What follows belongs to an exercise in optimizing a design on an open flow for small area; a production flow would make more cautious choices. For this run, only the layout was checked, not whether the RTL still works. Power and IR drop assume default switching activity.

<file path="flow/design.v">
`default_nettype none
package adc_cfg_pkg;
  localparam int SAMPLE_W          = 8;   
  localparam int NUM_CH            = 4;   
  localparam int SAMPLES_PER_FRAME = 4;   
  localparam int SLOT_W            = 2;   
  localparam int FIFO_DEPTH = 8;                     
  localparam int FIFO_AW    = $clog2(FIFO_DEPTH);    
  localparam int FIFO_CNT_W = FIFO_AW + 1;           
  localparam bit EXTRA_REG = 1'b1;
endpackage
`default_nettype wire
`default_nettype none
package adc_frame_pkg;
  localparam int FRM_SAMPLE_W = 8;
  localparam int FRM_SAMPLES  = 4;
  typedef logic [FRM_SAMPLE_W-1:0] sample_t;
  typedef struct packed {
    sample_t di_d;
    sample_t di;
    sample_t dq_d;
    sample_t dq;
  } lane_word_t;
  typedef logic [FRM_SAMPLES-1:0][FRM_SAMPLE_W-1:0] channel_frame_t;
  typedef struct packed {
    channel_frame_t di_d;
    channel_frame_t di;
    channel_frame_t dq_d;
    channel_frame_t dq;
  } sample_frame_t;
  typedef struct packed {
    logic [FRM_SAMPLES-1:0] sync;         
    logic [1:0]                   outofrange;   
  } frame_status_t;
  typedef struct packed {
    frame_status_t status;
    sample_frame_t samples;
  } adc_frame_t;
endpackage
`default_nettype wire
`timescale 1ns/1ps
`default_nettype none
import adc_cfg_pkg::*;
import adc_frame_pkg::*;
module sample_deserializer (
  input  logic                           adc_clk,
  input  logic                           dcm_reset,
  input  adc_frame_pkg::lane_word_t      lane,
  output logic [adc_cfg_pkg::SLOT_W-1:0] slot,
  output adc_frame_pkg::sample_frame_t   frame,
  output logic                           frame_done
);
  logic [NUM_CH-1:0][SAMPLE_W-1:0]                    lane_s;
  logic [NUM_CH-1:0][SAMPLES_PER_FRAME-1:0][SAMPLE_W-1:0] gather_q;
  logic [NUM_CH-1:0][SAMPLES_PER_FRAME-1:0][SAMPLE_W-1:0] gather_d;
  logic                        last_slot;
  assign lane_s    = lane;
  assign last_slot = (slot == SLOT_W'(SAMPLES_PER_FRAME - 1));
  always_comb begin
    gather_d = gather_q;
    for (int ch = 0; ch < NUM_CH; ch++) begin
      gather_d[ch][slot] = lane_s[ch];
    end
  end
  always_ff @(posedge adc_clk) begin
    gather_q <= gather_d;
    if (last_slot) begin
      frame <= gather_d;   
    end
  end
  always_ff @(posedge adc_clk) begin
    if (dcm_reset) begin
      slot       <= '0;   
      frame_done <= 1'b0;
    end else begin
      if (last_slot) begin
        slot <= '0;
      end else begin
        slot <= slot + 1'b1;
      end
      frame_done <= last_slot;   
    end
  end
endmodule
`default_nettype wire
`timescale 1ns/1ps
`default_nettype none
import adc_cfg_pkg::*;
import adc_frame_pkg::*;
module frame_builder (
  input  logic                           adc_clk,
  input  logic                           dcm_reset,
  input  logic                           sync,
  input  logic                           overrange,
  input  logic [adc_cfg_pkg::SLOT_W-1:0] slot,
  input  adc_frame_pkg::sample_frame_t   frame,
  input  logic                           frame_done,
  output adc_frame_pkg::adc_frame_t      wr_frame,
  output logic                           wr_valid
);
  adc_frame_pkg::frame_status_t status_q;      
  adc_frame_pkg::adc_frame_t    frame_word;    
  logic          second_half;   
  assign second_half = slot[SLOT_W-1];
  always_ff @(posedge adc_clk) begin
    if (dcm_reset) begin
      status_q <= '0;
    end else begin
      status_q.sync[slot] <= sync;
      if (slot == '0) begin
        status_q.sync[SAMPLES_PER_FRAME-1:1] <= '0;
        status_q.outofrange                  <= {1'b0, overrange};
      end else if (slot == SLOT_W'(SAMPLES_PER_FRAME / 2)) begin
        status_q.outofrange[1] <= overrange;   
      end else begin
        status_q.outofrange[second_half] <= status_q.outofrange[second_half] | overrange;
      end
    end
  end
  assign frame_word.status  = status_q;
  assign frame_word.samples = frame;
  generate
    if (EXTRA_REG) begin : g_extra_reg
      always_ff @(posedge adc_clk) begin
        if (dcm_reset) begin
          wr_valid <= 1'b0;
        end else begin
          wr_valid <= frame_done;
        end
      end
      always_ff @(posedge adc_clk) begin
        if (frame_done) begin
          wr_frame <= frame_word;
        end
      end
    end else begin : g_bypass
      assign wr_frame = frame_word;   
      assign wr_valid = frame_done;
    end
  endgenerate
endmodule
`default_nettype wire
`timescale 1ns/1ps
`default_nettype none
import adc_cfg_pkg::*;
import adc_frame_pkg::*;
module frame_fifo (
  input  logic                      adc_clk,
  input  logic                      dcm_reset,
  input  adc_frame_pkg::adc_frame_t wr_frame,
  input  logic                      wr_valid,
  input  logic                      out_ready,
  output adc_frame_pkg::adc_frame_t out_frame,
  output logic                      out_valid,
  output logic                      overflow
);
  logic [133:0] mem [0:FIFO_DEPTH-1];   
  logic [FIFO_AW-1:0]    wr_ptr;
  logic [FIFO_AW-1:0]    rd_ptr;
  logic [FIFO_CNT_W-1:0] count;     
  logic                  full;
  logic                  wr_en;
  logic                  pop;
  logic                  mem_has;   
  logic                  load;      
  assign full    = (count == FIFO_CNT_W'(FIFO_DEPTH));
  assign wr_en   = wr_valid && !full;   
  assign pop     = out_valid && out_ready;
  assign mem_has = (count > FIFO_CNT_W'(out_valid));
  assign load    = mem_has && (!out_valid || pop);
  always_ff @(posedge adc_clk) begin
    if (wr_en) begin
      mem[wr_ptr] <= wr_frame;
    end
    if (load) begin
      out_frame <= mem[rd_ptr];   
    end
  end
  always_ff @(posedge adc_clk) begin
    if (dcm_reset) begin
      wr_ptr    <= '0;
      rd_ptr    <= '0;
      count     <= '0;
      out_valid <= 1'b0;
      overflow  <= 1'b0;
    end else begin
      if (wr_en) begin
        wr_ptr <= wr_ptr + 1'b1;   
      end
      if (load) begin
        rd_ptr <= rd_ptr + 1'b1;
      end
      count <= count + FIFO_CNT_W'(wr_en) - FIFO_CNT_W'(pop);
      if (load) begin
        out_valid <= 1'b1;
      end else if (pop) begin
        out_valid <= 1'b0;
      end
      if (wr_valid && full) begin
        overflow <= 1'b1;
      end
    end
  end
endmodule
`default_nettype wire
`timescale 1ns/1ps
`default_nettype none
import adc_cfg_pkg::*;
import adc_frame_pkg::*;
module adc_capture_top (
  input  logic         adc_clk,
  input  logic         dcm_reset,
  input  logic [31:0]  lane,
  input  logic         sync,
  input  logic         overrange,
  input  logic         out_ready,
  output logic [133:0] out_frame,
  output logic         out_valid,
  output logic         overflow
);
  logic [SLOT_W-1:0]           slot;         
  adc_frame_pkg::sample_frame_t frame;       
  logic                        frame_done;
  adc_frame_pkg::adc_frame_t   wr_frame;     
  logic                        wr_valid;
  sample_deserializer u_deser (
    .adc_clk    (adc_clk),
    .dcm_reset  (dcm_reset),
    .lane       (lane),
    .slot       (slot),
    .frame      (frame),
    .frame_done (frame_done)
  );
  frame_builder u_build (
    .adc_clk    (adc_clk),
    .dcm_reset  (dcm_reset),
    .sync       (sync),
    .overrange  (overrange),
    .slot       (slot),
    .frame      (frame),
    .frame_done (frame_done),
    .wr_frame   (wr_frame),
    .wr_valid   (wr_valid)
  );
  frame_fifo u_fifo (
    .adc_clk   (adc_clk),
    .dcm_reset (dcm_reset),
    .wr_frame  (wr_frame),
    .wr_valid  (wr_valid),
    .out_ready (out_ready),
    .out_frame (out_frame),
    .out_valid (out_valid),
    .overflow  (overflow)
  );
endmodule
`default_nettype wire
</file>
<file path="flow/run.sh">
#!/bin/bash
# synth_recipe.tcl (not shown) runs the flow's synth.tcl, then flattens the netlist and writes it again
# the make line also repeats each setting of config.mk as NAME=value (left out here)
make -C /OpenROAD-flow-scripts/flow DESIGN_CONFIG=/design/flow/config.mk WORK_HOME=/design/flow/orfs CLKGATE_MAP_FILE= SYNTH_SCRIPT=/design/flow/synth_recipe.tcl finish
</file>
<file path="flow/config.mk">
export PLATFORM = sky130hd
export DESIGN_NAME = adc_capture_top
export DESIGN_NICKNAME = adc_capture_top
export VERILOG_FILES = /design/flow/design.v
export SDC_FILE = /design/flow/constraint.sdc
export NUM_CORES = 4
export LEC_CHECK = 0
export CAP_MARGIN = 20
export CORE_MARGIN = 2
export CORE_UTILIZATION = 40
export PLACE_DENSITY = 0.6
export SLEW_MARGIN = 20
</file>
<file path="flow/constraint.sdc">
create_clock -name core_clock -period 5.0 [get_ports {adc_clk}]
set_input_delay 1.0000 -clock core_clock [delete_from_list [all_inputs] [get_ports {adc_clk}]]
set_output_delay 1.0000 -clock core_clock [all_outputs]
set_load 0.01 [all_outputs]
</file>
==> notes.md <==
Starting Density=40.3%; Syn-to-layout area delta=16.5%; Hold Fails Final Rpt=0; #FFs+latches synth=1618; vias=25600; core area=143000 um2; clock skew=0.0184 ns; fin util=46.9%; DIE AREA=147000 um2; clk sink count=1618; worst vdd ir=0.000633 V; wire per inst=25.8 um; Synth async-reset ratio=0%; row count=139; Cells after Synth=2544; antenna-violating nets left=0; crit-path max FO=24; H-tree Lvls=4; actual slew at the worst max-slew pin=1.03 ns; total wire length=125000 um; Post-Layout Cell Count=4847; Tmin final=3.16 ns; initial antenna violation count=15; crit path DAT=3.71 ns; post-synth top area cell=edfxtp_1; Synth Warn #=3; critical path type=reg2reg; top-area cell type share of the netlist area=76.3%; total track usage=17.0%; Post-synth EDFFs=1468; final setup fails=0; Worst-Skew Late Latency=0.77 ns; dpl hpwl=68800 um; Main synth FF type=edfxtp_1; final worst setup slack=1.84 ns; Slew HR=30.9%; placed insts=4553; period utilization=63.1%; hold-fix buffers at CTS=0; status=finished clean; largest net degree at the start of global routing=113; first-pass GRT wire length=182000 um; leakage power=0.0210 uW; Tot Pwr=35200 uW; Root Driver=clkbuf_16; IO Pins=173; Hold Crit Class=reg2reg; routability cong.=0.755; chip width=384 um; synthesized area per cell=22.7 um2; Synth Net Count=2600; pre-CTS WS=1.67 ns; die height=384 um; sequential area share after synthesis=81.5%; unrepaired setup endpoints after global routing=no; Post-CTS Setup Bufs=0; Post-Syn Area=57800 um2; Pins Over Slew Limit=0; fraction of final layout cells sized beyond drive strength 1=24.5%; Synth area leaders=edfxtp_1 (76%), mux4_2 (10%), dfxtp_1 (5.2%); hold_ws=0.413 ns; Residual DRC=0; TritonCTS Buffers=160; Req. time, crit path=5.55 ns; drt pass-1 iters=6; CP Launch Type=register; number of global-route vias before repair=26600; Max Cap Viol=0; port bufs=172; GR Overflow Total=0; number of gates resized after cts=0; Fmax=317 MHz; Vias/cell=5.27; Final Net Count=2868; TritonCTS clock tree=done; initial DRC count=2555; Layout fillers=11700; PwrDens=523 nW/um2; Worst-path clk slew=0.06 ns; Setup crit end kind=register; synth unique cells=43; Clock Tree Buf Depth=3
path summary, 6_finish.rpt:
kind | slack [ns] | endpoint | from | cells after the start
setup / recovery | 1.84 | u_deser.frame[66] | u_deser.slot[0] | 5
hold / removal | 0.41 | u_build.wr_frame[106] | u_deser.frame[106] | 0
setup reg to reg | 1.84 | u_deser.frame[66] | u_deser.slot[0] | 5
hold reg to reg | 0.41 | u_build.wr_frame[106] | u_deser.frame[106] | 0
sequential cells by signal (all words and copies together) (netlist names), 4 cells and up, named ones only:
name	count
u_fifo.count	4
u_deser.frame	128
u_fifo.mem	1072
u_fifo.out_frame	134
u_build.wr_frame	134
u_deser.gather_q	128
u_build.status_q	4
cell usage after synthesis (2+ instances only):
cell type and n:
buf_6 22, edfxtp_1 1468, mux2i_1 17, o21ai_0 61
nand2_1 87, nand3_1 2, nor3b_2 3, mux4_2 268
ha_1 18, inv_1 22, mux2_2 145, a32oi_1 16
o21ai_1 23, and3b_1 2, nor2_1 41, and2_1 3
a22oi_1 10, or3b_2 2, buf_2 27, a222oi_1 8
nor3_1 6, nand2b_1 4, buf_1 13, clkbuf_1 46
nor3b_1 2, dfxtp_1 150, clkinv_1 2, nor2b_1 11
a22o_1 25, a21oi_1 27
layout make-up:
class	count	area, um2	area share [%]
inverter	24	90.1	0.134
sequential	1618	47100	70.0
antenna	2	5.00	0.00744
multi-input combinational	793	10100	15.0
clock buffer	207	4380	6.51
timing repair buffer	215	2310	3.44
clock inverter	85	896	1.33
tap	1903	2380	3.54
per-stage QoR:
step	TNS, ns	cell area [um2]
after floorplan	-1357.66	57800
after global placement	0	62000
after global routing	0	67300
final	0	67300
after CTS	0	67300
after detailed placement	0	62000
layer usage:
| metal | share of wire [%] | routed length (um) | global-route usage [%] | vias to the layer above |
|---|---|---|---|---|
| li1 | - | - | - | 11000 |
| met1 | 42 | 52700 | 23.0 | 13600 |
| met2 | 49 | 61800 | 27.7 | 735 |
| met3 | 6.2 | 7760 | 3.68 | 209 |
| met4 | 2.2 | 2750 | 4.91 | 16 |
| met5 | 0.073 | 91 | 0 | - |
placed cells by master (no fill, tap or decap), types with 10 or more instances in the layout:
cell type	n
a22oi_1	10
a21oi_1	24
edfxtp_1	1468
ha_1	16
buf_4	21
clkbuf_16	165
clkbuf_1	33
a22o_1	25
nor2_1	35
bufinv_16	17
inv_1	22
clkinv_2	26
nand2_1	87
o21ai_1	23
mux2_2	145
mux2i_1	17
clkdlybuf4s50_1	172
clkinv_1	22
mux4_2	268
nor2b_1	10
buf_12	21
a32oi_1	16
dfxtp_1	146
o21ai_0	61
cell families after synthesis:
kind of cell               Yosys count  synth area share (%)
AOI/OAI and AO/OA                  178                  1.98
xor gates and xnor gates             1                0.0152
adders and majority gates           19                 0.425
buffers and inverters              133                  1.22
DFF                               1618                  81.5
muxes                              430                  13.6
and+or+nand+nor                    165                  1.28
critical path: stages (launching register included):
cell and delay [ns]:
dfxtp_1 0.76, inv_1 0.29, ha_1 0.55, nor3_4 0.85, a21oi_1 0.17, o21ai_0 0.31
power by group:
part / switching [uW] / leakage, uW / internal, uW / total, uW
combinational: 3160 / 0.00392 / 3100 / 6260
clock: 4930 / 0.00257 / 7060 / 12000
sequential: 539 / 0.0145 / 16400 / 16900
total: 8630 / 0.0210 / 26500 / 35200

[afterwards: timing with drivers on the ports]
How much do the figures lean on ideal ports? The routed layout below was timed once more, with nothing changed but the port constraints. Step 1 sets driving cells, clkbuf_16 on the clock port and buf_2 on the other inputs (assumed; they add their load-dependent delay and slew). Step 2 times the ports against the registers' clock, not the clock port: input delays grow and output delays shrink by t, the midpoint of the rising clock arrivals with the driver on. a / b / c = ideal ports / drivers / drivers and shift; a / b = the first two.
t, ns: 0.839
setup slack, ns: 1.843 / 1.843 / 1.843
latest minus earliest clock arrival (ns): 0.026 / 0.026
After both steps setup and hold are still met in this run. The setup slack of this run moves by 0.000 ns with the drivers and by 0.000 ns with both steps.
